This design comes from an exercise in tuning for small area, a short achievable clock period and few clock cycles per item on the open sky130 flow, not from production work. RTL that was checked went through simulation tests only; none was proved equivalent to the original. Only the layout flow was run in runs 1 and 6; the RTL was not checked for function there. Power is estimated from default activity; no workload was simulated.

<file path="config.mk">
export PLATFORM = sky130hd
export DESIGN_NAME = decodeTop
export DESIGN_NICKNAME = decodeTop
export VERILOG_FILES = /design/flow/design.v
export SDC_FILE = /design/flow/constraint.sdc
export NUM_CORES = 4
export LEC_CHECK = 0
export CAP_MARGIN = 20
export CORE_MARGIN = 2
export CORE_UTILIZATION = 40
export SLEW_MARGIN = 20
</file>
<file path="constraint.sdc">
create_clock -name core_clock -period 10.0 [get_ports {clk}]
set_input_delay 2.0000 -clock core_clock [delete_from_list [all_inputs] [get_ports {clk}]]
set_output_delay 2.0000 -clock core_clock [all_outputs]
set_load 0.01 [all_outputs]
</file>
<file path="design.v">
`default_nettype none
package decodePkg;
    localparam logic [5:0] rType = 6'h00;
    localparam logic [5:0] bltz  = 6'h01;
    localparam logic [5:0] j     = 6'h02;
    localparam logic [5:0] jal   = 6'h03;
    localparam logic [5:0] beq   = 6'h04;
    localparam logic [5:0] bne   = 6'h05;
    localparam logic [5:0] bgtz  = 6'h07;
    localparam logic [5:0] addi  = 6'h08;
    localparam logic [5:0] andi  = 6'h0c;
    localparam logic [5:0] ori   = 6'h0d;
    localparam logic [5:0] xori  = 6'h0e;
    localparam logic [5:0] lui   = 6'h0f;
    localparam logic [5:0] fSll = 6'h00;
    localparam logic [5:0] fSrl = 6'h02;
    localparam logic [5:0] fSra = 6'h03;
    localparam logic [5:0] fJr  = 6'h08;
    localparam logic [5:0] fAdd = 6'h20;
    localparam logic [5:0] fSub = 6'h22;
    localparam logic [5:0] fAnd = 6'h24;
    localparam logic [5:0] fOr  = 6'h25;
    localparam logic [5:0] fXor = 6'h26;
    localparam logic [5:0] fSlt = 6'h2a;
    localparam logic [3:0] opNop  = 4'd0;
    localparam logic [3:0] opAdd  = 4'd1;
    localparam logic [3:0] opSub  = 4'd2;
    localparam logic [3:0] opAnd  = 4'd3;
    localparam logic [3:0] opOr   = 4'd4;
    localparam logic [3:0] opXor  = 4'd5;
    localparam logic [3:0] opSlt  = 4'd6;
    localparam logic [3:0] opSll  = 4'd7;
    localparam logic [3:0] opSrl  = 4'd8;
    localparam logic [3:0] opSra  = 4'd9;
    localparam logic [3:0] opPass = 4'd10;
    localparam int BundleW = 4 + 5 + 1 + 4 * 32 + 1;
    localparam int EntryW = 3 * 32;
endpackage
`default_nettype wire
`timescale 1ns/1ps
`default_nettype none
module regFile (
    input  wire logic                   clk,
    input  wire logic                   rstN,
    input  wire logic                   we,
    input  wire logic [5-1:0] wAddr,
    input  wire logic [32-1:0] wData,
    input  wire logic [5-1:0] rAddrA,
    input  wire logic [5-1:0] rAddrB,
    output logic      [32-1:0] rDataA,
    output logic      [32-1:0] rDataB
);
    localparam int NumRegs = 1 << 5;
    logic [32-1:0] rv [NumRegs];
    logic [32-1:0] wDataR;
    assign wDataR = rstN ? wData : '0;
    assign rv[0]  = '0;
    for (genvar i = 1; i < NumRegs; i++)
    begin : g_reg
        logic [32-1:0] q;
        always_ff @(posedge clk)
        begin
            if (!rstN || (we && wAddr == 5'(i)))
                q <= wDataR;
        end
        assign rv[i] = q;
    end
    assign rDataA = rv[rAddrA];
    assign rDataB = rv[rAddrB];
endmodule
`default_nettype wire
`timescale 1ns/1ps
`default_nettype none
module instDecoder (
    input  wire logic                          clk,
    input  wire logic                          rstN,
    input  wire logic                          wbCyc,
    input  wire logic                          wbStb,
    input  wire logic                          wbWe,
    input  wire logic [6-1:0]         wbAdr,
    input  wire logic [32-1:0]        wbDat,
    output logic                               ack,
    input  wire logic                          done,
    output logic                               push,
    output logic [decodePkg::EntryW-1:0]       entry
);
    localparam int Depth = 2 + 1;
    localparam int CntW  = $clog2(Depth + 1);
    logic                   ackEn;
    logic                   isInst;
    logic [CntW-1:0]        credit;
    logic [CntW-1:0]        creditD;
    logic [32-1:0] rDataA;
    logic [32-1:0] rDataB;
    logic                   regWe;
    assign ack    = wbCyc && wbStb && ackEn;
    assign isInst = wbWe && (wbAdr == 6'(32));
    assign push   = ack && isInst;
    always_comb
    begin
        creditD = credit;
        if (push && !done)
            creditD = credit + 1'b1;
        else if (done && !push)
            creditD = credit - 1'b1;
    end
    always_ff @(posedge clk)
    begin
        if (!rstN)
        begin
            ackEn  <= 1'b1;
            credit <= '0;
        end
        else
        begin
            ackEn  <= creditD != CntW'(Depth);
            credit <= creditD;
        end
    end
    assign regWe = ack && wbWe && !wbAdr[6-1];
    regFile u_regFile (
        .clk    (clk),
        .rstN   (rstN),
        .we     (regWe),
        .wAddr  (wbAdr[5-1:0]),
        .wData  (wbDat),
        .rAddrA (wbDat[25:21]),
        .rAddrB (wbDat[20:16]),
        .rDataA (rDataA),
        .rDataB (rDataB)
    );
    assign entry = {wbDat, rDataA, rDataB};
endmodule
`default_nettype wire
`timescale 1ns/1ps
`default_nettype none
module decodeFifo (
    input  wire logic                  clk,
    input  wire logic                  rstN,
    input  wire logic                  push,
    input  wire logic [decodePkg::EntryW-1:0] pushData,
    input  wire logic                  pop,
    output logic [decodePkg::EntryW-1:0] popData,
    output logic                       empty
);
    localparam int Depth = 2;
    localparam int PtrW  = (Depth > 1) ? $clog2(Depth) : 1;
    localparam int CntW  = $clog2(Depth + 1);
    logic [decodePkg::EntryW-1:0] mem [Depth];
    logic [PtrW-1:0] wrPtr;
    logic [PtrW-1:0] rdPtr;
    logic [CntW-1:0] count;
    always_ff @(posedge clk)
    begin
        if (push)
            mem[wrPtr] <= pushData;
    end
    always_ff @(posedge clk)
    begin
        if (!rstN)
        begin
            wrPtr <= '0;
            rdPtr <= '0;
            count <= '0;
        end
        else
        begin
            if (push)
                wrPtr <= (wrPtr == PtrW'(Depth - 1)) ? '0 : wrPtr + 1'b1;
            if (pop)
                rdPtr <= (rdPtr == PtrW'(Depth - 1)) ? '0 : rdPtr + 1'b1;
            if (push && !pop)
                count <= count + 1'b1;
            else if (pop && !push)
                count <= count - 1'b1;
        end
    end
    assign popData = mem[rdPtr];
    assign empty   = count == '0;
endmodule
`default_nettype wire
`timescale 1ns/1ps
`default_nettype none
module wbIssueMaster (
    input  wire logic                          clk,
    input  wire logic                          rstN,
    input  wire logic                          empty,
    input  wire logic [decodePkg::EntryW-1:0]  headData,
    output logic                               pop,
    output logic                               done,
    output logic                               wbCyc,
    output logic                               wbStb,
    output logic                               wbWe,
    output logic [decodePkg::BundleW-1:0]      wbDat,
    input  wire logic                          ack
);
    localparam logic [5-1:0] LinkReg = 31;
    logic [32-1:0] pc;
    logic [32-1:0] npc;
    logic [32-1:0] inst;
    logic [32-1:0] imm;
    logic [32-1:0] rDataA;
    logic [32-1:0] rDataB;
    logic [32-1:0] branchAddr;
    logic [32-1:0] jumpTarget;
    logic [5-1:0] rs;
    logic [5-1:0] rt;
    logic [5-1:0] rd;
    logic                   regARead;
    logic                   regBRead;
    logic [3:0]             bOp;
    logic [5-1:0] bRegcAddr;
    logic                   bRegcWrite;
    logic [32-1:0] bOperandA;
    logic [32-1:0] bOperandB;
    logic [32-1:0] bJumpAddr;
    logic                   bJumpTaken;
    logic                   valid;
    logic [decodePkg::BundleW-1:0] datQ;
    function automatic logic [3:0] opFor(input logic [5:0] opcode,
                                         input logic [5:0] funct);
        opFor = decodePkg::opNop;
        case (opcode)
            decodePkg::addi: opFor = decodePkg::opAdd;
            decodePkg::andi: opFor = decodePkg::opAnd;
            decodePkg::ori:  opFor = decodePkg::opOr;
            decodePkg::xori: opFor = decodePkg::opXor;
            decodePkg::lui:  opFor = decodePkg::opPass;
            decodePkg::jal:  opFor = decodePkg::opPass;
            decodePkg::rType:
            begin
                case (funct)
                    decodePkg::fAdd: opFor = decodePkg::opAdd;
                    decodePkg::fSub: opFor = decodePkg::opSub;
                    decodePkg::fAnd: opFor = decodePkg::opAnd;
                    decodePkg::fOr:  opFor = decodePkg::opOr;
                    decodePkg::fXor: opFor = decodePkg::opXor;
                    decodePkg::fSlt: opFor = decodePkg::opSlt;
                    decodePkg::fSll: opFor = decodePkg::opSll;
                    decodePkg::fSrl: opFor = decodePkg::opSrl;
                    decodePkg::fSra: opFor = decodePkg::opSra;
                    default:         opFor = decodePkg::opNop;
                endcase
            end
            default: opFor = decodePkg::opNop;
        endcase
    endfunction
    assign {inst, rDataA, rDataB} = headData;
    assign rs   = inst[25:21];
    assign rt   = inst[20:16];
    assign rd   = inst[15:11];
    assign npc        = pc + 32'(4);
    assign branchAddr = npc + {{(32-18){inst[15]}}, inst[15:0], 2'b00};
    assign jumpTarget = {npc[32-1 -: 4], inst[25:0], 2'b00};
    always_comb
    begin
        bOp        = opFor(inst[31:26], inst[5:0]);
        bRegcAddr  = '0;
        bRegcWrite = 1'b0;
        bJumpAddr  = '0;
        bJumpTaken = 1'b0;
        regARead   = 1'b0;
        regBRead   = 1'b0;
        imm        = '0;
        case (inst[31:26])
            decodePkg::rType:
            begin
                case (inst[5:0])
                    decodePkg::fAdd, decodePkg::fSub, decodePkg::fAnd,
                    decodePkg::fOr, decodePkg::fXor, decodePkg::fSlt:
                    begin
                        regARead   = 1'b1;
                        regBRead   = 1'b1;
                        bRegcWrite = 1'b1;
                        bRegcAddr  = rd;
                    end
                    decodePkg::fSll, decodePkg::fSrl, decodePkg::fSra:
                    begin
                        regBRead   = 1'b1;
                        imm        = {{(32-5){1'b0}}, inst[10:6]};
                        bRegcWrite = 1'b1;
                        bRegcAddr  = rd;
                    end
                    decodePkg::fJr:
                    begin
                        regARead   = 1'b1;
                        bJumpTaken = 1'b1;
                        bJumpAddr  = rDataA;
                    end
                    default:
                    begin
                        regARead = 1'b0;
                    end
                endcase
            end
            decodePkg::addi, decodePkg::andi, decodePkg::ori, decodePkg::xori:
            begin
                regARead   = 1'b1;
                imm        = {{(32-16){1'b0}}, inst[15:0]};
                bRegcWrite = 1'b1;
                bRegcAddr  = rt;
            end
            decodePkg::lui:
            begin
                imm        = {inst[15:0], {(32-16){1'b0}}};
                bRegcWrite = 1'b1;
                bRegcAddr  = rt;
            end
            decodePkg::beq, decodePkg::bne:
            begin
                regARead   = 1'b1;
                regBRead   = 1'b1;
                bJumpAddr  = branchAddr;
                bJumpTaken = (inst[31:26] == decodePkg::beq) ? (rDataA == rDataB)
                                                             : (rDataA != rDataB);
            end
            decodePkg::bgtz, decodePkg::bltz:
            begin
                regARead   = 1'b1;
                bJumpAddr  = branchAddr;
                bJumpTaken = (inst[31:26] == decodePkg::bgtz) ? ($signed(rDataA) > 0)
                                                              : ($signed(rDataA) < 0);
            end
            decodePkg::j:
            begin
                bJumpTaken = 1'b1;
                bJumpAddr  = jumpTarget;
            end
            decodePkg::jal:
            begin
                imm        = npc;
                bRegcWrite = 1'b1;
                bRegcAddr  = LinkReg;
                bJumpTaken = 1'b1;
                bJumpAddr  = jumpTarget;
            end
            default:
            begin
                imm = '0;
            end
        endcase
        bOperandA = regARead ? rDataA : imm;
        bOperandB = regBRead ? rDataB : imm;
    end
    assign done = valid && ack;
    assign pop  = !empty && (!valid || ack);
    always_ff @(posedge clk)
    begin
        if (!rstN)
        begin
            valid <= 1'b0;
            pc    <= '0;
        end
        else
        begin
            if (pop)
            begin
                valid <= 1'b1;
                pc    <= bJumpTaken ? bJumpAddr : npc;
            end
            else if (ack)
                valid <= 1'b0;
        end
    end
    always_ff @(posedge clk)
    begin
        if (pop)
            datQ <= {bOp, bRegcAddr, bRegcWrite, bOperandA, bOperandB, bJumpAddr, bJumpTaken,
                     pc};
    end
    assign wbCyc = valid;
    assign wbStb = valid;
    assign wbWe  = 1'b1;
    assign wbDat = datQ;
endmodule
`default_nettype wire
`timescale 1ns/1ps
`default_nettype none
module decodeTop (
    input  wire logic                   clk,
    input  wire logic                   rstN,
    input  wire logic                   wbInCyc,
    input  wire logic                   wbInStb,
    input  wire logic                   wbInWe,
    input  wire logic [6-1:0]  wbInAdr,
    input  wire logic [32-1:0] wbInDat,
    output logic                        wbInAck,
    output logic                        wbOutCyc,
    output logic                        wbOutStb,
    output logic                        wbOutWe,
    output logic [3:0]                  wbOutOp,
    output logic [5-1:0]      wbOutRegcAddr,
    output logic                        wbOutRegcWrite,
    output logic [32-1:0]      wbOutOperandA,
    output logic [32-1:0]      wbOutOperandB,
    output logic [32-1:0]      wbOutJumpAddr,
    output logic                        wbOutJumpTaken,
    output logic [32-1:0]      wbOutPc,
    input  wire logic                   wbOutAck
);
    logic [decodePkg::EntryW-1:0] pushData;
    logic [decodePkg::EntryW-1:0] headData;
    logic                         push;
    logic                         pop;
    logic                         done;
    logic                         fifoEmpty;
    instDecoder u_instDecoder (
        .clk      (clk),
        .rstN     (rstN),
        .wbCyc    (wbInCyc),
        .wbStb    (wbInStb),
        .wbWe     (wbInWe),
        .wbAdr    (wbInAdr),
        .wbDat    (wbInDat),
        .ack      (wbInAck),
        .done     (done),
        .push     (push),
        .entry    (pushData)
    );
    decodeFifo u_decodeFifo (
        .clk      (clk),
        .rstN     (rstN),
        .push     (push),
        .pushData (pushData),
        .pop      (pop),
        .popData  (headData),
        .empty    (fifoEmpty)
    );
    wbIssueMaster u_wbIssueMaster (
        .clk      (clk),
        .rstN     (rstN),
        .empty    (fifoEmpty),
        .headData (headData),
        .pop      (pop),
        .done     (done),
        .wbCyc    (wbOutCyc),
        .wbStb    (wbOutStb),
        .wbWe     (wbOutWe),
        .wbDat    ({wbOutOp, wbOutRegcAddr, wbOutRegcWrite, wbOutOperandA, wbOutOperandB,
                    wbOutJumpAddr, wbOutJumpTaken, wbOutPc}),
        .ack      (wbOutAck)
    );
endmodule
`default_nettype wire
</file>
<file path="run.sh">
#!/bin/bash
# synth_recipe.tcl (not shown) runs the flow's synth.tcl, then flattens the netlist and writes it again
# the make line also repeats each setting of config.mk as NAME=value (left out here)
make -C /OpenROAD-flow-scripts/flow DESIGN_CONFIG=/design/flow/config.mk WORK_HOME=/design/flow/orfs CLKGATE_MAP_FILE= SYNTH_SCRIPT=/design/flow/synth_recipe.tcl finish
</file>
==> results of run 1 <==
[critical path, stage by stage, from the launching register on]
cell     delay (ns)
dfxtp_4        0.48
buf_4          0.70
mux2i_1        0.58
inv_1          0.38
ha_1           0.46
and3_1         0.24
nor2b_1        0.13
a21oi_1        0.65
nand2_1        0.25
or2_1          0.28
a21oi_1        0.25
o21ai_1        0.15
xor2_1         0.15
a221o_1        0.38
a221o_1        0.32
[worst paths after layout]
kind / endpoint / from / slack [ns] / cells past startpoint
max reg2reg: u_wbIssueMaster.pc[17] / flip-flop / 4.39 / 14
min: u_wbIssueMaster.datQ[31] / u_wbIssueMaster.pc[31] / 0.52 / 0
max: u_wbIssueMaster.pc[17] / flip-flop / 4.39 / 14
min reg2reg: u_wbIssueMaster.datQ[31] / u_wbIssueMaster.pc[31] / 0.52 / 0
[synth_stat cells (all sizes together) (34+ instances only)]
master	n	share of area, %
nand2	102	0.66
o21ai	123	1.1
a222oi	64	1.1
and2	38	0.41
a21oi	54	0.47
xor2	49	0.73
edfxtp	1323	68
or4	53	0.68
a22oi	593	7.6
a22o	162	2.4
mux2i	110	1.9
clkbuf	231	1.5
xnor2	73	1.1
a221oi	162	2.4
o221ai	34	0.51
nand3	204	1.7
nor2	121	0.78
nand4	115	1.2
dfxtp	41	1.4
[area by class of cell]
type	count	share of cell area, %
Timing Repair Buffer	310	4.09
Clock buffer	154	5.34
Multi-Input combinational cell	2343	25.8
Antenna cell	12	0.0441
Clock inverter	95	1.57
Sequential cell	1364	59.5
Inverter	31	0.178
Tap cell	1917	3.52
[power by group through the flow]
stage / Sequential [mW] / Combinational (mW) / Clock [mW]
floorplan: 7.38 / 0.966 / 0
global placement: 7.31 / 2.23 / 0
detailed placement: 7.31 / 2.24 / 0
CTS: 7.19 / 2.24 / 5.43
global route: 7.23 / 2.38 / 5.66
finish: 7.21 / 2.31 / 5.43
[flip-flops by register name, summed over array words and instances, names as in the netlist, 2 cells and up, named ones only]
| name | cells |
|---|---|
| u_instDecoder.u_regFile.g.q | 992 |
| u_wbIssueMaster.datQ | 139 |
| u_decodeFifo.count | 2 |
| u_decodeFifo.mem | 192 |
| u_instDecoder.credit | 2 |
| u_wbIssueMaster.pc | 32 |
[stage by stage]
step / instance area (µm²) / utilization [%] / hold WS (ns) / cells
after floorplan: 58400 / - / 0.406 / 4002
after global placement: 63400 / 43.6 / 0.475 / 5965
after detailed placement: 63400 / 43.6 / 0.496 / 5965
after CTS: 68100 / 46.9 / 0.507 / 6214
after global routing: 68100 / 46.9 / 0.521 / 6215
final: 68200 / 46.9 / 0.516 / 6226
[layer usage]
layer / routed length, µm / track usage [%]
met1: 88100 / 42.0
met2: 113000 / 52.1
met3: 43400 / 14.4
met4: 25200 / 24.7
met5: 162 / 0.292
[cell families after synthesis]
kind of cell,count (synthesis),share of synthesized area [%]
flip-flops,1364,69.4
buffers and inverters,295,1.96
adder cells (fa/ha/maj),34,0.741
other,1,0.00642
AO/OA/AOI/OAI,1297,17.0
AND/OR/NAND/NOR,772,7.02
XOR/XNOR,122,1.83
multiplexers,117,2.03
==> impl_metrics.toml, run 1 <==
[logic_synthesis]
ys_ff_latch = 1364
synth_cells = 4002
synth_area_mm2 = 0.0584
synth_edf_count = 1323
seq_area_frac_synth_pct = 69.4
synth.avg_cell_area_um2 = 14.6
async_flop_share_pct = 0
synthesis.nets = 4080
ys.flop_type = "edfxtp_1"
synth_cell_types = 73
ys_warn_count = 5

[global_route]
antenna_found_initial = 15
grt_max_degree = 79
grt_pass1_vias = 42900
grt-ovfl-total = 0
grt_first_pass_wirelength_um = 358000
grt_usage_pct = 35.3

[clocking]
cts_sinks = 1364
cts_made_buffers = 140
cts_hold_buf = 0
cts_tree = "built"
clk-insertion-delay-late_ns = 0.81
cts-htree-levels = 4
clock_path_buffers = 3
cts_root_buffer = "clkbuf_16"
ctsResizeCount = 0
cts_setup_buffers = 0
clk_pin_slew_worst_paths_ns = 0.06

[power_and_ir_drop]
combPwrFrac_pct = 15.5
sw_frac_of_total_pct = 27.8
p_int_mw = 10.8
powerDensity_mw_per_mm2 = 219
clkPwrFrac_pct = 36.3
power.total_mw = 14.9
vdd_drop_max_v = 0.000202
p_switching_mw = 4.15
p_seq_share_pct = 48.2
p_leak_nw = 22.9

[cells_and_area]
drive_above_1_share_pct = 10.6
nFillCells = 12500
area_delta_synth_final_pct = 16.7
mostFrequentLayoutCells = "1,323 x edfxtp_1, 593 x a22oi_1, 204 x nand3_1"
final_common_cell = "edfxtp_1"
regArea_mm2 = 0.0406
nets = 4268
multi_input_area_mm2 = 0.0176

[critical_path]
path_class = "reg2reg"
cp-end-kind = "flip-flop"
worstPathRequired_ns = 10.67
arrival_ns = 6.29
path_max_fanout = 50
start_kind = "flip-flop"

[timing]
fin_ws_ns = 4.39
final-setup-viol-count = 0
setup_tns_ns = 0
slew_viol_final = 0
rsz0062_at_grt = "no"
max_freq_ghz = 0.178
min_period_ns = 5.61
hold_viol_final = 0
relSlewSlack_pct = 22.8
fin_crit_sh_pct = 56.1
fin_skew_ns = 0.0318
worst_pin_slew_ns = 1.16

[drt]
firstDrtPassIters = 20
drtIter0Drc = 10600
vias = 46500
finalWirelength_um = 270000
routedWlPerCell_um = 43.4
drc = 0
vias_per_cell = 7.46
ant_nets = 0

[floorplan]
io_pins = 187
core_mm2 = 0.145
fp.dieArea_mm2 = 0.149
die_h_um = 386
rows = 140
start_util_pct = 40.2
die_w_um = 386

[status]
status = "timing/DRC/antenna clean"

[job]
drv_cap = 0

[min_path]
hold_class = "reg2reg"

[place]
place.detailed.hpwl_um = 154000
routabilityCongestion = 1.01
dp_slack_ns = 4.20
io_buffer_count = 185
==> run 2, diff against run 1 <==
--- a/design.v
+++ b/design.v
@@ -144,38 +144,47 @@
     output logic                       empty
 );
     localparam int Depth = 2;
-    localparam int PtrW  = (Depth > 1) ? $clog2(Depth) : 1;
     localparam int CntW  = $clog2(Depth + 1);
     logic [decodePkg::EntryW-1:0] mem [Depth];
-    logic [PtrW-1:0] wrPtr;
-    logic [PtrW-1:0] rdPtr;
-    logic [CntW-1:0] count;
-    always_ff @(posedge clk)
-    begin
-        if (push)
-            mem[wrPtr] <= pushData;
+    logic [CntW-1:0]              count;
+    if (Depth == 2)
+    begin : g_two
+        always_ff @(posedge clk)
+        begin
+            if (pop || count == '0)
+                mem[0] <= (count == CntW'(2)) ? mem[1] : pushData;
+            if (push)
+                mem[1] <= pushData;
+        end
+    end
+    else
+    begin : g_any
+        for (genvar i = 0; i < Depth; i++)
+        begin : g_ent
+            always_ff @(posedge clk)
+            begin
+                if (pop)
+                begin
+                    if (push && count == CntW'(i + 1))
+                        mem[i] <= pushData;
+                    else if (i + 1 < Depth)
+                        mem[i] <= mem[(i + 1 < Depth) ? i + 1 : i];
+                end
+                else if (push && count == CntW'(i))
+                    mem[i] <= pushData;
+            end
+        end
     end
     always_ff @(posedge clk)
     begin
         if (!rstN)
-        begin
-            wrPtr <= '0;
-            rdPtr <= '0;
             count <= '0;
-        end
-        else
-        begin
-            if (push)
-                wrPtr <= (wrPtr == PtrW'(Depth - 1)) ? '0 : wrPtr + 1'b1;
-            if (pop)
-                rdPtr <= (rdPtr == PtrW'(Depth - 1)) ? '0 : rdPtr + 1'b1;
-            if (push && !pop)
-                count <= count + 1'b1;
-            else if (pop && !push)
-                count <= count - 1'b1;
-        end
+        else if (push && !pop)
+            count <= count + 1'b1;
+        else if (pop && !push)
+            count <= count - 1'b1;
     end
-    assign popData = mem[rdPtr];
+    assign popData = mem[0];
     assign empty   = count == '0;
 endmodule
 `default_nettype wire
==> flow/run.sh (new file) <==
#!/bin/bash
set -euo pipefail
bash standard.sh SETUP_SLACK_MARGIN=5.6 \
    "BUFFER_PORTS_ARGS=-buffer_cell sky130_fd_sc_hd__buf_1" finish > standard.log 2>&1
==> standard.sh (new file) <==
#!/bin/bash
# synth_recipe.tcl (not shown) runs the flow's synth.tcl, then flattens the netlist and writes it again
# the make line also repeats each setting of config.mk as NAME=value (left out here)
make -C /OpenROAD-flow-scripts/flow DESIGN_CONFIG=/design/flow/config.mk WORK_HOME=/design/flow/orfs CLKGATE_MAP_FILE= SYNTH_SCRIPT=/design/flow/synth_recipe.tcl "${@:-finish}"
--- a/config.mk
+++ b/config.mk
@@ -8,4 +8,5 @@
 export CAP_MARGIN = 20
 export CORE_MARGIN = 2
 export CORE_UTILIZATION = 40
+export CTS_BUF_LIST = sky130_fd_sc_hd__clkbuf_8
 export SLEW_MARGIN = 20
removed: run.sh
==> run 2 against run 1 <==
Register-to-register slack improved by 1.4 ns. Via count rose by 0.12%. Clock power fell by 14%. Maximum frequency rose by 23%. Synthesized area rose by 0.17%. Critical path type is now in2reg.
==> impl_metrics.toml, run 2 <==
[drt]
finalWirelength_um = 265000
firstDrtPassIters = 13
routedWlPerCell_um = 41.6
drc = 0
vias = 46500
drtIter0Drc = 11700
ant_nets = 0
vias_per_cell = 7.29

[timing]
final-setup-viol-count = 0
min_period_ns = 4.56
slew_viol_final = 0
fin_crit_sh_pct = 45.6
fin_ws_ns = 5.44
max_freq_ghz = 0.219
worst_pin_slew_ns = 1.30
setup_tns_ns = 0
hold_slack_ns = 0.504
relSlewSlack_pct = 13.0
hold_viol_final = 0
fin_skew_ns = 0.0697
rsz0062_at_grt = "yes"

[critical_path]
r2r_slack_ns = 5.78
start_kind = "primary input"
cp-end-kind = "flip-flop"
worstPathRequired_ns = 10.80
path_class = "in2reg"
arrival_ns = 5.37
reg2reg_depth = 18
worst_r2r_endpoint = "u_wbIssueMaster.pc[31]"
cp-startpoint = "wbInDat[19]"
reg2reg_from = "u_wbIssueMaster.pc[7]"
path_max_fanout = 19

[floorplan]
die_h_um = 386
die_w_um = 386
core_mm2 = 0.145
start_util_pct = 40.2
fp.dieArea_mm2 = 0.149
rows = 140
io_pins = 187

[power_and_ir_drop]
powerDensity_mw_per_mm2 = 221
combPwrFrac_pct = 15.6
p_int_mw = 10.2
vdd_drop_max_v = 0.000155
clkPwrFrac_pct = 31.7
p_leak_nw = 23.3
p_switching_mw = 4.56
p_seq_share_pct = 52.7
sw_frac_of_total_pct = 31.0

[logic_synthesis]
synth.most_common_cell = "edfxtp_1"
ys.flop_type = "edfxtp_1"
seq_area_frac_synth_pct = 69.2
synth.avg_cell_area_um2 = 14.5
ys_ff_latch = 1361
netlist_top_cells_area = "edfxtp_1 68%, a22oi_1 7.6%, a221oi_1 2.6%"
synth_edf_count = 1323
synth_top_area_share_pct = 67.9
synth_cells = 4029
synth_area_mm2 = 0.0585
ys_warn_count = 6
synthesis.nets = 4110
synthTopCellsByCount = "1,323 x edfxtp_1, 594 x a22oi_1, 233 x nand3_1, 217 x clkbuf_1"
async_flop_share_pct = 0
synth_cell_types = 79
synth_top_area_cell = "edfxtp_1"

[global_route]
grt_pass1_vias = 43300
grt-ovfl-total = 0
antenna_found_initial = 13
grt_max_degree = 64
grt_usage_pct = 34.5
grt_first_pass_wirelength_um = 358000

[min_path]
hold_class = "reg2reg"
hold_path_end = "u_wbIssueMaster.pc[13]"
hold_path_depth = 2
hp-start = "u_wbIssueMaster.pc[13]"

[clocking]
cts_made_buffers = 209
cts_sinks = 1361
cts_tree = "built"
cts-htree-levels = 4
clock_path_buffers = 3
clk-insertion-delay-late_ns = 0.99
clk_pin_slew_worst_paths_ns = 0.06
cts_hold_buf = 0
cts_root_buffer = "clkbuf_8"

[cells_and_area]
nFillCells = 12700
final_common_cell = "edfxtp_1"
top_register = "u_instDecoder.u_regFile.g.q"
fin_cells = 6380
drive_above_1_share_pct = 14.9
reg_top3 = "u_instDecoder.u_regFile.g.q (992), u_decodeFifo.mem (192), u_wbIssueMaster.datQ (139)"
nets = 4356
mostFrequentLayoutCells = "1,323 x edfxtp_1, 594 x a22oi_1, 232 x nand3_1"
area_delta_synth_final_pct = 14.0
largest_reg_flops = 992

[job]
drv_cap = 0

[place]
place.detailed.hpwl_um = 149000
dp_cells = 5974
io_buffer_count = 185
routabilityCongestion = 0.966
dp_slack_ns = 4.25

[status]
status = "timing/DRC/antenna clean"
-- run 2: changes by cell type after synthesis, moves of 17 or more --
cell | previous run | this run
nand4_1 | 115 | 64
o221ai_1 | 34 | 0
o21ai_0 | 109 | 92
buf_2 | 10 | 37
nand3_1 | 204 | 233
mux2i_1 | 109 | 7
xnor2_1 | 73 | 33
nand2_1 | 102 | 157
mux2_2 | 7 | 96
-- run 2: cells by family after synthesis --
logic type	after synthesis	share of synthesized area [%]
flip-flops	1361	69.2
AO/OA/AOI/OAI	1301	17.2
AND/OR/NAND/NOR	827	7.36
buffers and inverters	306	2.07
multiplexers	103	1.97
XOR/XNOR	92	1.38
adder cells (fa/ha/maj)	38	0.821
other	1	0.00641
-- run 2: how the worst max path moves through the flow --
stage / depth (start not counted) / endpoint
6_report: 9 / u_decodeFifo.mem[0][8]
5_1_grt: 18 / u_wbIssueMaster.pc[31]
4_1_cts: 18 / u_wbIssueMaster.pc[31]
3_5_place_dp: 8 / u_decodeFifo.mem[0][39]
3_3_place_gp: 8 / u_decodeFifo.mem[0][39]
2_1_floorplan: 5 / u_instDecoder.u_regFile.g_reg[11].q[0]
-- run 2: power groups by stage --
| stage | Clock [mW] | Sequential (mW) | Combinational, mW |
|---|---|---|---|
| global route | 4.93 | 7.79 | 2.41 |
| detailed placement | 0 | 7.83 | 2.23 |
| floorplan | 0 | 7.64 | 1.21 |
| finish | 4.67 | 7.76 | 2.30 |
| CTS | 4.68 | 7.72 | 2.24 |
| global placement | 0 | 7.84 | 2.21 |
-- run 2: critical path, stage by stage --
cell and delay [ns]:
buf_2 0.32, or3b_2 0.62, nor2_4 0.91, buf_4 0.51
a22o_1 0.20, a221oi_1 0.05, nand4_1 0.11, or3_1 0.37
mux2_2 0.24
-- run 2: area by class of cell --
type | instances | area, µm² | share of cell area (%)
diodes | 11 | 27.5 | 0.0413
clock buffers | 212 | 2920 | 4.37
clock inverters | 176 | 1210 | 1.81
inverters | 24 | 98.8 | 0.148
multi-input cells | 2362 | 17800 | 26.7
flip-flops and latches | 1361 | 40500 | 60.7
well taps | 1917 | 2400 | 3.60
repair buffers | 317 | 1740 | 2.61
-- run 2: repair_timing --
item | in CTS | in global routing
pin swaps | 1 | 3
gates resized for setup | 22 | 24
setup endpoints to repair | 77 | 46
setup buffers | 1 | 6
endpoints found under the hold margin | 0 | 0
-- run 2: per-layer routing --
metal,up-vias,GRT usage (%),share of wire [%]
li1,17400,-,-
met1,22200,42.8,33
met2,5387,50.1,42
met3,1565,13.4,16
met4,6,22.3,8.5
met5,-,0.227,0.026
-- run 2: per-stage QoR --
stage	utilization [%]	power, mW	area [µm²]
2_1_floorplan	-	8.85	58600
6_report	45.9	14.7	66700
4_1_cts	45.8	14.6	66600
3_3_place_gp	42.8	10.0	62300
5_1_grt	45.9	15.1	66700
3_5_place_dp	42.9	10.1	62300
Testbench counts of run 2, summed over its fixed seeds: cycles 7,526, items 4,800.
==> run 3, diff against run 2 <==
--- a/design.v
+++ b/design.v
@@ -93,7 +93,7 @@
     logic [32-1:0] rDataA;
     logic [32-1:0] rDataB;
     logic                   regWe;
-    assign ack    = wbCyc && wbStb && ackEn;
+    assign ack    = wbCyc && wbStb && (ackEn || !wbAdr[6-1]);
     assign isInst = wbWe && (wbAdr == 6'(32));
     assign push   = ack && isInst;
     always_comb
@@ -259,7 +259,8 @@
     assign rt   = inst[20:16];
     assign rd   = inst[15:11];
     assign npc        = pc + 32'(4);
-    assign branchAddr = npc + {{(32-18){inst[15]}}, inst[15:0], 2'b00};
+    assign branchAddr = {pc[32-1:2] + {{(32-18){inst[15]}}, inst[15:0]} +
+                         (32-2)'(1), pc[1:0]};
     assign jumpTarget = {npc[32-1 -: 4], inst[25:0], 2'b00};
     always_comb
     begin
==> run 3 against run 2 <==
Total power is 2.4% higher. Register-to-register slack worse by 0.07 ns. Sequential share of layout area barely moved. Setup slack better by 0.074 ns. Critical endpoint is now u_decodeFifo.mem[0][56]. Non-clock buffer count fell by 4. Hold slack improved by 0.021 ns. First-iteration DRC count about the same. Count of clock-buffer cells in the layout increased by 11. Largest power group unchanged.
==> impl_metrics.toml, run 3 <==
[drt]
routedWlPerCell_um = 41.5
vias_per_cell = 7.32
finalWirelength_um = 265000
drc = 0
vias = 46800
firstDrtPassIters = 12
drtIter0Drc = 11700
ant_nets = 0

[critical_path]
cp-startpoint = "wbInDat[25]"
path_max_fanout = 17
reg2reg_from = "u_decodeFifo.mem[0][61]"
crit_slowest_cell = "or4_1"
cp_slowest_stage_delay_ns = 0.72
critPathBufInv = 2
crit_chain = "buf_1 -> nand2b_2 -> nor2_4 -> buf_4 -> a222oi_1 -> nand3_1 -> or4_1 -> mux2_2"
cp-end-kind = "flip-flop"
worstPathRequired_ns = 10.70
start_kind = "primary input"
critical_path.top_delay_family = "simple AND/OR/NAND/NOR gates"
path_class = "in2reg"
arrival_ns = 5.19
r2r_slack_ns = 5.71

[timing]
setup_tns_ns = 0
fin_skew_ns = 0.0663
fin_crit_sh_pct = 44.9
max_freq_ghz = 0.223
rsz0062_at_grt = "yes"
hold_viol_final = 0
fin_ws_ns = 5.51
min_period_ns = 4.49
worst_pin_slew_ns = 1.22
hold_slack_ns = 0.525
final-setup-viol-count = 0
slew_viol_final = 0
relSlewSlack_pct = 18.5

[floorplan]
rows = 140
start_util_pct = 40.3
io_pins = 187
core_mm2 = 0.146
die_h_um = 387
die_w_um = 387
fp.dieArea_mm2 = 0.150

[logic_synthesis]
synth_cell_types = 82
ys_warn_count = 6
synth_top_area_cell = "edfxtp_1"
synth_area_mm2 = 0.0586
synth.avg_cell_area_um2 = 14.5
synth_edf_count = 1323
synth.most_common_cell = "edfxtp_1"
ys.flop_type = "edfxtp_1"
synthTopCellsByCount = "1,323 x edfxtp_1, 547 x a22oi_1, 227 x clkbuf_1, 207 x nand3_1, 186 x a22o_1"
seq_area_frac_synth_pct = 69.1
synthesis.nets = 4109
synth_cells = 4033
ys_ff_latch = 1361
synth_top_area_share_pct = 67.8
async_flop_share_pct = 0
netlist_top_cells_area = "edfxtp_1 68%, a22oi_1 7.0%, a22o_1 2.8%"

[power_and_ir_drop]
p_leak_nw = 22.4
vdd_drop_max_v = 0.000165
p_switching_mw = 4.68
clkPwrFrac_pct = 31.7
sw_frac_of_total_pct = 31.0
combPwrFrac_pct = 15.4
p_seq_share_pct = 52.9
p_int_mw = 10.4
powerDensity_mw_per_mm2 = 226
power.total_mw = 15.1

[global_route]
antenna_found_initial = 16
grt_usage_pct = 34.3
grt_first_pass_wirelength_um = 357000
grt_max_degree = 90
grt_pass1_vias = 43700
grt-ovfl-total = 0

[cells_and_area]
mostFrequentLayoutCells = "1,323 x edfxtp_1, 547 x a22oi_1, 223 x clkbuf_8"
final_common_cell = "edfxtp_1"
post-route-util_pct = 45.8
drive_above_1_share_pct = 14.8
largest_reg_flops = 992
fin_cells = 6390
nFillCells = 12800
area_delta_synth_final_pct = 13.9
top_register = "u_instDecoder.u_regFile.g.q"
reg_top3 = "u_instDecoder.u_regFile.g.q (992), u_decodeFifo.mem (192), u_wbIssueMaster.datQ (139)"
design_area_mm2 = 0.0667
nets = 4357

[clocking]
cts-htree-levels = 4
cts_hold_buf = 0
cts_root_buffer = "clkbuf_8"
cts_sinks = 1361
cts_made_buffers = 214
clk_pin_slew_worst_paths_ns = 0.06
cts_tree = "built"
clk-insertion-delay-late_ns = 1.01
clock_path_buffers = 3

[min_path]
hold_class = "reg2reg"
hp-start = "u_decodeFifo.mem[1][10]"

[place]
place_area_mm2 = 0.0623
place.detailed.hpwl_um = 144000
dp_cells = 5972
io_buffer_count = 185
routabilityCongestion = 0.972
dp_slack_ns = 4.31

[job]
drv_cap = 0

[status]
status = "timing/DRC/antenna clean"
## run 3: cell count changes after synthesis, moves of 10 or more
cell and change:
buf_2 -15, nand2_1 -18, xnor2_1 +31, a22oi_1 -47
nand3_1 -26, a222oi_1 +10, and2_1 -13, xor2_1 -39
o21ai_0 +25, nand4_1 +24, nor2_1 +23, clkbuf_1 +10
or3_1 +10
## run 3: logic make-up after synthesis
kind of cell / count (synthesis) / share of synthesized area (%)
simple gates: 827 / 7.43
xor+xnor: 84 / 1.26
flops: 1361 / 69.1
fa+ha+maj: 33 / 0.713
other cells: 1 / 0.00640
compound gates: 1316 / 17.4
mux: 101 / 1.93
buf+inv: 310 / 2.16
## run 3: what timing repair did
action,CTS,global route
endpoints found under the setup margin,43,35
pin swaps,2,4
resized for setup,10,10
setup buffers,1,9
## run 3: routing by layer
metal | GRT usage (%) | part of all wire (%)
met1 | 42.8 | 34
met2 | 49.3 | 41
met4 | 19.6 | 7.6
met5 | 0.223 | 0.097
met3 | 15.4 | 17
## run 3: final cells by class
type	count	area, µm²	area share (%)
Timing Repair Buffer	313	1680	2.52
Clock inverter	175	1220	1.82
Sequential cell	1361	40500	60.7
Inverter	29	114	0.171
Tap cell	1917	2400	3.59
Multi-Input combinational cell	2362	17700	26.6
Antenna cell	10	25.0	0.0375
Clock buffer	223	3070	4.60
## run 3: final timing paths
check / to / depth (start not counted)
worst max register to register: u_wbIssueMaster.pc[26] / 10
worst min-delay path: u_decodeFifo.mem[0][10] / 1
worst min register to register: u_decodeFifo.mem[0][10] / 1
worst max-delay path: u_decodeFifo.mem[0][56] / 8
## run 3: power by group through the flow
stage	Sequential (mW)	Combinational, mW	Clock [mW]
finish	7.97	2.33	4.78
global route	8.00	2.43	5.05
CTS	7.93	2.26	4.80
detailed placement	8.03	2.25	0
global placement	8.04	2.23	0
floorplan	7.80	1.25	0
Testbench counts of run 3, summed over its fixed seeds: cycles 7,374, items 4,800.
==> run 4, diff against run 3 <==
--- a/config.mk
+++ b/config.mk
@@ -8,5 +8,7 @@
 export CAP_MARGIN = 20
 export CORE_MARGIN = 2
 export CORE_UTILIZATION = 40
-export CTS_BUF_LIST = sky130_fd_sc_hd__clkbuf_8
+export CTS_BUF_LIST = sky130_fd_sc_hd__clkbuf_16
+export CTS_CLUSTER_DIAMETER = 60
+export CTS_CLUSTER_SIZE = 30
 export SLEW_MARGIN = 20
==> run 4 against run 3 <==
Maximum frequency fell by 0.81%. First-iteration DRC count rose by 1.7%. Largest cell class unchanged. Hold slack improved by 0.015 ns. Wire length fell by 0.92%. Still clean. Combinational power barely moved.
==> impl_metrics.toml, run 4 <==
[logic_synthesis]
ys_warn_count = 6
synth.most_common_cell = "edfxtp_1"
synth_edf_count = 1323
synth_cell_types = 82
ys_ff_latch = 1361
synth_top_area_share_pct = 67.8
netlist_top_cells_area = "edfxtp_1 68%, a22oi_1 7.0%, a22o_1 2.8%"
synth_cells = 4033
ys.flop_type = "edfxtp_1"
seq_area_frac_synth_pct = 69.1
async_flop_share_pct = 0
synth.avg_cell_area_um2 = 14.5
synthesis.nets = 4109
synth_area_mm2 = 0.0586
synth_top_area_cell = "edfxtp_1"
synthTopCellsByCount = "1,323 x edfxtp_1, 547 x a22oi_1, 227 x clkbuf_1, 207 x nand3_1, 186 x a22o_1"

[timing]
worst_pin_slew_ns = 1.24
relSlewSlack_pct = 17.6
slew_viol_final = 0
setup_tns_ns = 0
fin_skew_ns = 0.0443
hold_viol_final = 0
min_period_ns = 4.53
max_freq_ghz = 0.221
fin_crit_sh_pct = 45.3
final-setup-viol-count = 0
rsz0062_at_grt = "yes"
hold_slack_ns = 0.540

[job]
drv_cap = 0

[drt]
routedWlPerCell_um = 42.4
drtIter0Drc = 11900
vias = 46300
firstDrtPassIters = 13
finalWirelength_um = 262000
drc = 0
ant_nets = 0
vias_per_cell = 7.46

[floorplan]
fp.dieArea_mm2 = 0.150
io_pins = 187
die_w_um = 387
rows = 140
die_h_um = 387
start_util_pct = 40.3
core_mm2 = 0.146

[clocking]
cts_made_buffers = 96
cts_hold_buf = 0
cts_tree = "built"
clk-insertion-delay-late_ns = 0.74
cts_root_buffer = "clkbuf_16"
cts_sinks = 1361
clock_path_buffers = 3
cts-htree-levels = 3
clk_pin_slew_worst_paths_ns = 0.10

[cells_and_area]
mostFrequentLayoutCells = "1,323 x edfxtp_1, 547 x a22oi_1, 206 x nand3_1"
top_register = "u_instDecoder.u_regFile.g.q"
largest_reg_flops = 992
reg_top3 = "u_instDecoder.u_regFile.g.q (992), u_decodeFifo.mem (192), u_wbIssueMaster.datQ (139)"
final_common_cell = "edfxtp_1"
drive_above_1_share_pct = 13.4
area_delta_synth_final_pct = 13.1
nets = 4258

[critical_path]
critical_path.top_delay_family = "simple AND/OR/NAND/NOR gates"
path_max_fanout = 22
critPathBufInv = 2
cp-end-kind = "flip-flop"
cp_slowest_stage_delay_ns = 0.69
worstPathRequired_ns = 10.61
arrival_ns = 5.13
path_class = "in2reg"
start_kind = "primary input"
crit_chain = "buf_2 -> or3b_4 -> nor2_4 -> buf_4 -> a22oi_1 -> nand3_1 -> or4_1 -> mux2_2"
crit_slowest_cell = "buf_4"

[global_route]
grt-ovfl-total = 0
grt_max_degree = 90
antenna_found_initial = 13
grt_pass1_vias = 42400
grt_usage_pct = 33.8
grt_first_pass_wirelength_um = 353000

[min_path]
hold_class = "reg2reg"

[power_and_ir_drop]
power.total_mw = 14.7
vdd_drop_max_v = 0.000154
p_leak_nw = 21.8
powerDensity_mw_per_mm2 = 221

[place]
place.detailed.hpwl_um = 144000
io_buffer_count = 185
routabilityCongestion = 0.972

[status]
status = "timing/DRC/antenna clean"
## run 4: cell counts after synthesis
Identical to the previous run, type by type.
## run 4: worst paths after layout
path / startpoint / to / slack [ns] / cells past startpoint
setup / recovery: wbInDat[18] / u_decodeFifo.mem[0][14] / 5.47 / 8
hold / removal: u_decodeFifo.mem[1][61] / u_decodeFifo.mem[0][61] / 0.54 / 1
setup reg to reg: u_decodeFifo.mem[0][79] / u_wbIssueMaster.pc[31] / 5.82 / 11
hold reg to reg: u_decodeFifo.mem[1][61] / u_decodeFifo.mem[0][61] / 0.54 / 1
## run 4: layer usage
layer / up-vias / GRT usage [%] / wire, µm / part of all wire (%)
met5: - / 0 / 203 / 0.077
met4: 22 / 18.4 / 20600 / 7.9
met3: 1468 / 14.5 / 44600 / 17
met2: 5341 / 49.0 / 108000 / 41
met1: 22200 / 42.7 / 89100 / 34
li1: 17200 / - / - / -
## run 4: timing repair
| action | in CTS | in global routing |
|---|---|---|
| cloned | 0 | 0 |
| pin swaps | 3 | 6 |
| resized for setup | 21 | 25 |
| setup endpoints to repair | 115 | 71 |
| setup buffers | 6 | 23 |
## run 4: logic make-up after synthesis
| logic type | count (synthesis) | synth area share [%] |
|---|---|---|
| AO/OA/AOI/OAI | 1316 | 17.4 |
| multiplexers | 101 | 1.93 |
| adder cells (fa/ha/maj) | 33 | 0.713 |
| AND/OR/NAND/NOR | 827 | 7.43 |
| flip-flops | 1361 | 69.1 |
| other | 1 | 0.00640 |
| XOR/XNOR | 84 | 1.26 |
| buffers and inverters | 310 | 2.16 |
## run 4: metrics by stage
step	utilization (%)	instances	area (µm²)	worst slack, ns
final	45.5	6197	66300	5.47
after floorplan	-	4033	58700	3.38
after CTS	45.3	6158	66000	5.61
after global placement	42.8	5972	62300	4.34
after global routing	45.5	6181	66200	5.52
after detailed placement	42.8	5972	62300	4.31
## run 4: power breakdown
group,internal (mW),leakage [nW],switching (mW)
sequential,7.23,13.2,0.719
combinational,0.701,6.96,1.64
clock,2.04,1.71,2.33
total,9.98,21.8,4.69
## run 4: cell type report
| type | count | area, µm² |
|---|---|---|
| tap | 1917 | 2400 |
| fill | 12600 | 79300 |
| inverter | 29 | 114 |
| clock buffer | 96 | 2400 |
| sequential | 1361 | 40500 |
| timing repair buffer | 332 | 1880 |
| clock inverter | 84 | 1160 |
| multi-input combinational | 2362 | 17800 |
| antenna | 16 | 40.0 |
## run 4: worst register-to-register path, cell delays in order (launching register included)
cell and delay [ns]:
edfxtp_1 0.92, ha_1 0.49, a21oi_1 0.39, nand2_1 0.18, or3_1 0.35, nor3_2 0.23
a2111oi_2 0.06, buf_4 0.18, a311oi_2 0.45, o221ai_1 0.19, or3_4 0.39, a211o_1 0.26
==> run 5, diff against run 4 <==
==> flow/run.sh (replaced) <==
#!/bin/bash
set -euo pipefail
bash standard.sh SETUP_SLACK_MARGIN=5.75 \
    "BUFFER_PORTS_ARGS=-buffer_cell sky130_fd_sc_hd__buf_1" finish > standard.log 2>&1
==> run 5 against run 4 <==
Clock power grew 3%. Clock skew grew 0.0021 ns. Combinational power is essentially flat. Register-to-register slack gained 0.08 ns. Non-clock buffer count shrank 8. Setup slack gained 0.14 ns. Core utilization grew 0.097 points. Total power grew 1.2%. Final area grew 0.21%. Count of clock-buffer cells in the layout grew 4. Highest routed layer unchanged. Sequential cell count is the same. Wire length is essentially flat.
==> impl_metrics.toml, run 5 <==
[global_route]
grt_max_degree = 101
grt_pass1_vias = 42100
grt_usage_pct = 33.8
antenna_found_initial = 14
grt_first_pass_wirelength_um = 352000
grt-ovfl-total = 0

[cells_and_area]
top_register = "u_instDecoder.u_regFile.g.q"
largest_reg_flops = 992
area_delta_synth_final_pct = 13.4
final_common_cell = "edfxtp_1"
nets = 4250
drive_above_1_share_pct = 13.6
fin_cells = 6179
post-route-util_pct = 45.6
mostFrequentLayoutCells = "1,323 x edfxtp_1, 547 x a22oi_1, 205 x nand3_1"
nFillCells = 12600
reg_top3 = "u_instDecoder.u_regFile.g.q (992), u_decodeFifo.mem (192), u_wbIssueMaster.datQ (139)"

[critical_path]
reg2reg_from = "u_decodeFifo.mem[0][65]"
critPathBufInv = 3
start_kind = "primary input"
arrival_ns = 4.98
path_max_fanout = 24
path_class = "in2reg"
cp_slowest_stage_delay_ns = 0.71
cp-end-kind = "flip-flop"
critical_path.top_delay_family = "simple AND/OR/NAND/NOR gates"
worstPathRequired_ns = 10.60
cp-startpoint = "wbInDat[18]"
crit_slowest_cell = "buf_4"
cp_common_cell = "buf_4"
crit_chain = "buf_2 -> nand3b_1 -> buf_4 -> nor2_4 -> buf_4 -> a222oi_1 -> nand3_1 -> or3_1 -> mux2_2"

[floorplan]
core_mm2 = 0.146
io_pins = 187
die_w_um = 387
fp.dieArea_mm2 = 0.150
rows = 140
start_util_pct = 40.3
die_h_um = 387

[timing]
hold_slack_ns = 0.534
rsz0062_at_grt = "yes"
slew_viol_final = 0
fin_skew_ns = 0.0464
min_period_ns = 4.39
worst_pin_slew_ns = 1.20
fin_crit_sh_pct = 43.9
relSlewSlack_pct = 20.3
final-setup-viol-count = 0
hold_viol_final = 0
setup_tns_ns = 0
max_freq_ghz = 0.228

[clocking]
clk_pin_slew_worst_paths_ns = 0.09
cts_root_buffer = "clkbuf_16"
cts_sinks = 1361
cts_tree = "built"
clock_path_buffers = 3
cts_made_buffers = 96
clk-insertion-delay-late_ns = 0.76
cts-htree-levels = 3

[logic_synthesis]
synth_area_mm2 = 0.0586
ys_warn_count = 6
synth_cell_types = 82
seq_area_frac_synth_pct = 69.1
synth.most_common_cell = "edfxtp_1"
synth.avg_cell_area_um2 = 14.5
synth_top_area_cell = "edfxtp_1"
async_flop_share_pct = 0
synth_cells = 4033
synth_edf_count = 1323
netlist_top_cells_area = "edfxtp_1 68%, a22oi_1 7.0%, a22o_1 2.8%"
synth_top_area_share_pct = 67.8
ys.flop_type = "edfxtp_1"
ys_ff_latch = 1361
synthesis.nets = 4109
synthTopCellsByCount = "1,323 x edfxtp_1, 547 x a22oi_1, 227 x clkbuf_1, 207 x nand3_1, 186 x a22o_1"

[power_and_ir_drop]
vdd_drop_max_v = 0.000172
powerDensity_mw_per_mm2 = 223
power.total_mw = 14.8
p_leak_nw = 21.9

[place]
io_buffer_count = 185
routabilityCongestion = 0.951
place.detailed.hpwl_um = 137000
dp_cells = 5966

[drt]
ant_nets = 0
routedWlPerCell_um = 42.5
vias = 46200
drc = 0
drtIter0Drc = 11800
firstDrtPassIters = 12
vias_per_cell = 7.48
finalWirelength_um = 263000

[job]
drv_cap = 0

[min_path]
hp-start = "u_decodeFifo.mem[1][92]"
hold_class = "reg2reg"

[status]
status = "timing/DRC/antenna clean"
==> run 5: cell counts after synthesis <==
Identical to the previous run, type by type.
==> run 5: final cells by class <==
type | count | area (µm²) | area share, %
clock buffers | 100 | 2500 | 3.77
flip-flops and latches | 1361 | 40500 | 61.0
clock inverters | 81 | 1200 | 1.81
inverters | 29 | 123 | 0.185
well taps | 1917 | 2400 | 3.61
multi-input cells | 2362 | 17800 | 26.8
diodes | 5 | 12.5 | 0.0188
repair buffers | 324 | 1880 | 2.84
==> run 5: kinds of logic (layout without fill, tap and decap cells) <==
| logic type | Yosys count | in the layout | synth area share [%] |
|---|---|---|---|
| XOR/XNOR | 84 | 84 | 1.26 |
| AO/OA/AOI/OAI | 1316 | 1316 | 17.4 |
| buffers and inverters | 310 | 534 | 2.16 |
| adder cells (fa/ha/maj) | 33 | 33 | 0.713 |
| flip-flops | 1361 | 1361 | 69.1 |
| AND/OR/NAND/NOR | 827 | 827 | 7.43 |
| other | 1 | 6 | 0.00640 |
| multiplexers | 101 | 101 | 1.93 |
==> run 5: worst paths after layout <==
path,end,slack [ns],cells past startpoint
setup / recovery,u_decodeFifo.mem[0][22],5.61,9
hold / removal,u_decodeFifo.mem[0][92],0.53,1
setup reg to reg,u_wbIssueMaster.pc[24],5.90,11
hold reg to reg,u_decodeFifo.mem[0][92],0.53,1
==> run 5: per-layer routing <==
metal	GRT usage, %	part of all wire [%]	wire length, µm	up-vias
met4	17.5	7.3	19100	20
met3	15.3	18	47300	1382
li1	-	-	-	17200
met1	43.7	34	90300	22300
met5	0.893	0.12	308	-
met2	47.3	40	106000	5350
==> run 5: per-stage QoR <==
stage                     worst slack [ns]  area [µm²]
after floorplan                       3.38       58700
after global placement                4.37       62300
after detailed placement              4.42       62300
after CTS                             5.62       66200
after global routing                  5.58       66400
final                                 5.61       66400
==> run 5: where the power goes <==
part	internal, mW	leakage, nW	switching (mW)
Combinational	0.709	6.94	1.62
Clock	2.07	1.78	2.45
Sequential	7.23	13.2	0.759
Total	10.0	21.9	4.84
==> run 5: repair_timing <==
item | 4_1_cts | 5_1_grt
setup endpoints to repair | 118 | 140
pin swaps | 9 | 2
hold buffers | 0 | 0
buffers inserted | 21 | 5
gates resized for setup | 33 | 37
==> run 6, diff against run 5 <==
--- a/design.v
+++ b/design.v
@@ -45,10 +45,8 @@
     input  wire logic                   we,
     input  wire logic [5-1:0] wAddr,
     input  wire logic [32-1:0] wData,
-    input  wire logic [5-1:0] rAddrA,
-    input  wire logic [5-1:0] rAddrB,
-    output logic      [32-1:0] rDataA,
-    output logic      [32-1:0] rDataB
+    input  wire logic [5-1:0] rAddr,
+    output logic      [32-1:0] rData
 );
     localparam int NumRegs = 1 << 5;
     logic [32-1:0] rv [NumRegs];
@@ -65,8 +63,7 @@
         end
         assign rv[i] = q;
     end
-    assign rDataA = rv[rAddrA];
-    assign rDataB = rv[rAddrB];
+    assign rData = rv[rAddr];
 endmodule
 `default_nettype wire
 `timescale 1ns/1ps
@@ -84,52 +81,87 @@
     output logic                               push,
     output logic [decodePkg::EntryW-1:0]       entry
 );
-    localparam int Depth = 2 + 1;
+    localparam int Depth = 3 + 1;
     localparam int CntW  = $clog2(Depth + 1);
     logic                   ackEn;
     logic                   isInst;
+    logic                   take;
+    logic                   usesRt;
     logic [CntW-1:0]        credit;
     logic [CntW-1:0]        creditD;
-    logic [32-1:0] rDataA;
-    logic [32-1:0] rDataB;
+    logic                   rtPhase;
+    logic [5-1:0] rAddr;
+    logic [32-1:0] rData;
     logic                   regWe;
-    assign ack    = wbCyc && wbStb && (ackEn || !wbAdr[6-1]);
+    logic [32-1:0] instQ;
+    logic [32-1:0] rsV;
+    assign ack    = wbCyc && wbStb && ackEn;
     assign isInst = wbWe && (wbAdr == 6'(32));
-    assign push   = ack && isInst;
+    assign take   = ack && isInst;
+    always_comb
+    begin
+        usesRt = 1'b0;
+        case (wbDat[31:26])
+            decodePkg::rType:
+                case (wbDat[5:0])
+                    decodePkg::fAdd, decodePkg::fSub, decodePkg::fAnd, decodePkg::fOr,
+                    decodePkg::fXor, decodePkg::fSlt, decodePkg::fSll, decodePkg::fSrl,
+                    decodePkg::fSra:
+                        usesRt = 1'b1;
+                    default:
+                        usesRt = 1'b0;
+                endcase
+            decodePkg::beq, decodePkg::bne:
+                usesRt = 1'b1;
+            default:
+                usesRt = 1'b0;
+        endcase
+    end
     always_comb
     begin
         creditD = credit;
-        if (push && !done)
+        if (take && !done)
             creditD = credit + 1'b1;
-        else if (done && !push)
+        else if (done && !take)
             creditD = credit - 1'b1;
     end
     always_ff @(posedge clk)
     begin
         if (!rstN)
         begin
-            ackEn  <= 1'b1;
-            credit <= '0;
+            ackEn   <= 1'b1;
+            credit  <= '0;
+            push    <= 1'b0;
+            rtPhase <= 1'b0;
         end
         else
         begin
-            ackEn  <= creditD != CntW'(Depth);
-            credit <= creditD;
+            ackEn   <= !(take && usesRt) && (creditD != CntW'(Depth));
+            credit  <= creditD;
+            push    <= take;
+            rtPhase <= take && usesRt;
+        end
+    end
+    always_ff @(posedge clk)
+    begin
+        if (take)
+        begin
+            instQ <= wbDat;
+            rsV   <= rData;
         end
     end
     assign regWe = ack && wbWe && !wbAdr[6-1];
+    assign rAddr = rtPhase ? instQ[20:16] : wbDat[25:21];
     regFile u_regFile (
         .clk    (clk),
         .rstN   (rstN),
         .we     (regWe),
         .wAddr  (wbAdr[5-1:0]),
         .wData  (wbDat),
-        .rAddrA (wbDat[25:21]),
-        .rAddrB (wbDat[20:16]),
-        .rDataA (rDataA),
-        .rDataB (rDataB)
+        .rAddr  (rAddr),
+        .rData  (rData)
     );
-    assign entry = {wbDat, rDataA, rDataB};
+    assign entry = {instQ, rsV, rData};
 endmodule
 `default_nettype wire
 `timescale 1ns/1ps
@@ -143,48 +175,39 @@
     output logic [decodePkg::EntryW-1:0] popData,
     output logic                       empty
 );
-    localparam int Depth = 2;
+    localparam int Depth = 3;
+    localparam int PtrW  = (Depth > 1) ? $clog2(Depth) : 1;
     localparam int CntW  = $clog2(Depth + 1);
     logic [decodePkg::EntryW-1:0] mem [Depth];
-    logic [CntW-1:0]              count;
-    if (Depth == 2)
-    begin : g_two
-        always_ff @(posedge clk)
-        begin
-            if (pop || count == '0)
-                mem[0] <= (count == CntW'(2)) ? mem[1] : pushData;
-            if (push)
-                mem[1] <= pushData;
-        end
-    end
-    else
-    begin : g_any
-        for (genvar i = 0; i < Depth; i++)
-        begin : g_ent
-            always_ff @(posedge clk)
-            begin
-                if (pop)
-                begin
-                    if (push && count == CntW'(i + 1))
-                        mem[i] <= pushData;
-                    else if (i + 1 < Depth)
-                        mem[i] <= mem[(i + 1 < Depth) ? i + 1 : i];
-                end
-                else if (push && count == CntW'(i))
-                    mem[i] <= pushData;
-            end
-        end
+    logic [PtrW-1:0] wrPtr;
+    logic [PtrW-1:0] rdPtr;
+    logic [CntW-1:0] count;
+    always_ff @(posedge clk)
+    begin
+        if (push)
+            mem[wrPtr] <= pushData;
     end
     always_ff @(posedge clk)
     begin
         if (!rstN)
+        begin
+            wrPtr <= '0;
+            rdPtr <= '0;
             count <= '0;
-        else if (push && !pop)
-            count <= count + 1'b1;
-        else if (pop && !push)
-            count <= count - 1'b1;
+        end
+        else
+        begin
+            if (push)
+                wrPtr <= (wrPtr == PtrW'(Depth - 1)) ? '0 : wrPtr + 1'b1;
+            if (pop)
+                rdPtr <= (rdPtr == PtrW'(Depth - 1)) ? '0 : rdPtr + 1'b1;
+            if (push && !pop)
+                count <= count + 1'b1;
+            else if (pop && !push)
+                count <= count - 1'b1;
+        end
     end
-    assign popData = mem[0];
+    assign popData = mem[rdPtr];
     assign empty   = count == '0;
 endmodule
 `default_nettype wire
@@ -195,7 +218,10 @@
     input  wire logic                          rstN,
     input  wire logic                          empty,
     input  wire logic [decodePkg::EntryW-1:0]  headData,
+    input  wire logic                          push,
+    input  wire logic [decodePkg::EntryW-1:0]  pushData,
     output logic                               pop,
+    output logic                               bypass,
     output logic                               done,
     output logic                               wbCyc,
     output logic                               wbStb,
@@ -225,6 +251,7 @@
     logic [32-1:0] bJumpAddr;
     logic                   bJumpTaken;
     logic                   valid;
+    logic                   load;
     logic [decodePkg::BundleW-1:0] datQ;
     function automatic logic [3:0] opFor(input logic [5:0] opcode,
                                          input logic [5:0] funct);
@@ -254,13 +281,12 @@
             default: opFor = decodePkg::opNop;
         endcase
     endfunction
-    assign {inst, rDataA, rDataB} = headData;
+    assign {inst, rDataA, rDataB} = empty ? pushData : headData;
     assign rs   = inst[25:21];
     assign rt   = inst[20:16];
     assign rd   = inst[15:11];
     assign npc        = pc + 32'(4);
-    assign branchAddr = {pc[32-1:2] + {{(32-18){inst[15]}}, inst[15:0]} +
-                         (32-2)'(1), pc[1:0]};
+    assign branchAddr = npc + {{(32-18){inst[15]}}, inst[15:0], 2'b00};
     assign jumpTarget = {npc[32-1 -: 4], inst[25:0], 2'b00};
     always_comb
     begin
@@ -352,8 +378,10 @@
         bOperandA = regARead ? rDataA : imm;
         bOperandB = regBRead ? rDataB : imm;
     end
-    assign done = valid && ack;
-    assign pop  = !empty && (!valid || ack);
+    assign done   = valid && ack;
+    assign load   = (!empty || push) && (!valid || ack);
+    assign pop    = load && !empty;
+    assign bypass = load && empty;
     always_ff @(posedge clk)
     begin
         if (!rstN)
@@ -363,7 +391,7 @@
         end
         else
         begin
-            if (pop)
+            if (load)
             begin
                 valid <= 1'b1;
                 pc    <= bJumpTaken ? bJumpAddr : npc;
@@ -374,7 +402,7 @@
     end
     always_ff @(posedge clk)
     begin
-        if (pop)
+        if (load)
             datQ <= {bOp, bRegcAddr, bRegcWrite, bOperandA, bOperandB, bJumpAddr, bJumpTaken,
                      pc};
     end
@@ -414,6 +442,7 @@
     logic                         pop;
     logic                         done;
     logic                         fifoEmpty;
+    logic                         bypass;
     instDecoder u_instDecoder (
         .clk      (clk),
         .rstN     (rstN),
@@ -430,7 +459,7 @@
     decodeFifo u_decodeFifo (
         .clk      (clk),
         .rstN     (rstN),
-        .push     (push),
+        .push     (push && !bypass),
         .pushData (pushData),
         .pop      (pop),
         .popData  (headData),
@@ -441,7 +470,10 @@
         .rstN     (rstN),
         .empty    (fifoEmpty),
         .headData (headData),
+        .push     (push),
+        .pushData (pushData),
         .pop      (pop),
+        .bypass   (bypass),
         .done     (done),
         .wbCyc    (wbOutCyc),
         .wbStb    (wbOutStb),
==> run.sh (new file) <==
#!/bin/bash
# synth_recipe.tcl (not shown) runs the flow's synth.tcl, then flattens the netlist and writes it again
# the make line also repeats each setting of config.mk as NAME=value (left out here)
make -C /OpenROAD-flow-scripts/flow DESIGN_CONFIG=/design/flow/config.mk WORK_HOME=/design/flow/orfs CLKGATE_MAP_FILE= SYNTH_SCRIPT=/design/flow/synth_recipe.tcl finish
--- a/config.mk
+++ b/config.mk
@@ -8,7 +8,4 @@
 export CAP_MARGIN = 20
 export CORE_MARGIN = 2
 export CORE_UTILIZATION = 40
-export CTS_BUF_LIST = sky130_fd_sc_hd__clkbuf_16
-export CTS_CLUSTER_DIAMETER = 60
-export CTS_CLUSTER_SIZE = 30
 export SLEW_MARGIN = 20
removed: flow/run.sh
removed: standard.sh
==> run 6 against run 5 <==
Still clean. First-iteration DRC count down 45%. Synthesized area up 9.0%. Synthesized cell count is 9.9% higher. Sequential power fell by 1%.
==> impl_metrics.toml, run 6 <==
[power_and_ir_drop]
p_leak_nw = 25.1
combPwrFrac_pct = 19.6
p_switching_mw = 4.97
p_int_mw = 12.0
p_seq_share_pct = 46.6
powerDensity_mw_per_mm2 = 228
sw_frac_of_total_pct = 29.4
vdd_drop_max_v = 0.000176
clkPwrFrac_pct = 33.8

[clocking]
clk_pin_slew_worst_paths_ns = 0.06
cts_made_buffers = 158
clock_path_buffers = 3
ctsResizeCount = 0
cts-htree-levels = 4
cts_sinks = 1530
cts_hold_buf = 0
cts_tree = "built"
cts_root_buffer = "clkbuf_16"
cts_setup_buffers = 0
clk-insertion-delay-late_ns = 0.84

[logic_synthesis]
synthesis.nets = 4510
synth_area_mm2 = 0.0638
synth.most_common_cell = "edfxtp_1"
ys.flop_type = "edfxtp_1"
ys_ff_latch = 1530
ys_warn_count = 5
synth_cells = 4432
synth_top_area_share_pct = 69.8
synth_top_area_cell = "edfxtp_1"
synth_cell_types = 100
synthTopCellsByCount = "1,483 x edfxtp_1, 393 x o21ai_0, 255 x nand2_1, 239 x a21oi_1, 187 x clkbuf_1"
async_flop_share_pct = 0
synth_edf_count = 1483
netlist_top_cells_area = "edfxtp_1 70%, o21ai_0 3.1%, mux2i_1 2.6%"
synth.avg_cell_area_um2 = 14.4
seq_area_frac_synth_pct = 71.2

[timing]
final-setup-viol-count = 0
worst_pin_slew_ns = 1.28
max_freq_ghz = 0.123
hold_viol_final = 0
setup_tns_ns = 0
fin_crit_sh_pct = 81.2
relSlewSlack_pct = 14.7
fin_skew_ns = 0.0700
rsz0062_at_grt = "no"
min_period_ns = 8.12
slew_viol_final = 0

[critical_path]
cp-end-kind = "flip-flop"
path_max_fanout = 16
worstPathRequired_ns = 10.74
arrival_ns = 8.86
start_kind = "primary input"
reg2reg_from = "u_instDecoder.rtPhase"
path_class = "in2reg"
cp-startpoint = "wbInDat[25]"
worst_r2r_endpoint = "u_wbIssueMaster.pc[1]"
r2r_slack_ns = 2.73
reg2reg_depth = 14

[drt]
finalWirelength_um = 236000
routedWlPerCell_um = 34.2
ant_nets = 0
firstDrtPassIters = 6
vias_per_cell = 6.40
vias = 44100
drc = 0
drtIter0Drc = 6527

[global_route]
grt_max_degree = 131
antenna_found_initial = 10
grt-ovfl-total = 0
grt_usage_pct = 28.4
grt_first_pass_wirelength_um = 326000
grt_pass1_vias = 41800

[place]
io_buffer_count = 185
routabilityCongestion = 0.965
dp_cells = 6608
place.detailed.hpwl_um = 149000

[status]
status = "timing/DRC/antenna clean"

[cells_and_area]
area_delta_synth_final_pct = 16.5
drive_above_1_share_pct = 12.1
nets = 4776
top_register = "u_instDecoder.u_regFile.g.q"
largest_reg_flops = 992
final_common_cell = "edfxtp_1"
reg_top3 = "u_instDecoder.u_regFile.g.q (992), u_decodeFifo.mem (288), u_wbIssueMaster.datQ (139)"
fin_cells = 6900
mostFrequentLayoutCells = "1,483 x edfxtp_1, 361 x o21ai_0, 251 x nand2_1"

[floorplan]
die_w_um = 404
start_util_pct = 40.3
core_mm2 = 0.158
rows = 146
die_h_um = 404
fp.dieArea_mm2 = 0.163
io_pins = 187

[job]
drv_cap = 0

[min_path]
hold_class = "reg2reg"
hp-start = "u_instDecoder.credit[2]"
hold_path_depth = 2
hold_path_end = "u_instDecoder.credit[2]"
-- run 6: changes by cell type in the layout (fill, tap and decap cells not counted), sizes merged, moves of 164 or more --
cell | before | now
a22oi | 547 | 152
a221oi | 187 | 14
mux2i | 5 | 169
o21ai | 118 | 400
a21oi | 61 | 240
clkdlybuf4s50 | 0 | 184
-- run 6: power groups by stage --
| stage | registers [mW] | clock network [mW] | logic (mW) |
|---|---|---|---|
| 2_1_floorplan | 8.15 | 0 | 1.48 |
| 3_3_place_gp | 8.01 | 0 | 3.25 |
| 3_5_place_dp | 8.03 | 0 | 3.26 |
| 4_1_cts | 7.90 | 5.76 | 3.27 |
| 5_1_grt | 7.94 | 6.02 | 3.47 |
| 6_report | 7.89 | 5.72 | 3.32 |
-- run 6: worst max-delay path by stage --
stage,slack [ns],to,cells after the start
after floorplan,0.39,u_decodeFifo.mem[0][0],4
after global placement,1.39,u_wbIssueMaster.pc[0],14
after detailed placement,1.35,u_wbIssueMaster.pc[0],15
after CTS,2.21,u_wbIssueMaster.pc[0],15
after global routing,1.84,u_wbIssueMaster.pc[1],15
final,1.88,u_wbIssueMaster.pc[1],14
-- run 6: cell type report --
type                            instances  area (µm²)
Tap cell                             2072        2590
Inverter                               68         260
Clock inverter                         90         746
Fill cell                           13700       84000
Clock buffer                          198        4220
Timing Repair Buffer                  393        3510
Antenna cell                            2        5.00
Sequential cell                      1530       45500
Multi-Input combinational cell       2547       17600
-- run 6: critical path, cell delays in order --
cell	delay, ns
clkdlybuf4s50_1	0.74
nor4b_1	1.11
a2bb2oi_4	0.80
buf_4	0.45
o2bb2ai_1	0.17
a2111oi_0	0.09
nand4_1	0.43
xnor2_1	0.28
nand2_1	0.18
or4_4	0.56
a2111oi_4	0.63
nand3_1	0.66
a31oi_1	0.50
mux2i_1	0.22
-- run 6: per-layer routing --
layer	wire length (µm)	global-route usage (%)
met1	87500	36.8
met2	109000	44.7
met3	25400	6.09
met4	14300	15.3
met5	28	0
-- run 6: kinds of logic after synthesis --
group                    Yosys count  synth area share (%)
other                              1               0.00587
XOR/XNOR                          87                  1.19
AO/OA/AOI/OAI                   1382                  14.6
adder cells (fa/ha/maj)           34                 0.678
AND/OR/NAND/NOR                  852                  6.92
buffers and inverters            355                  2.28
multiplexers                     191                  3.06
flip-flops                      1530                  71.2
-- run 6: per-stage QoR --
stage          instance area [µm²]  util, %  setup slack (ns)  power, mW  hold slack, ns
2_1_floorplan                63900        -             0.386       9.64           0.406
3_3_place_gp                 69300     43.8              1.39       11.3           0.446
3_5_place_dp                 69400     43.8              1.35       11.3           0.469
4_1_cts                      74300     46.9              2.21       16.9           0.477
5_1_grt                      74400     47.0              1.84       17.4           0.495
6_report                     74400     47.0              1.88       16.9           0.486
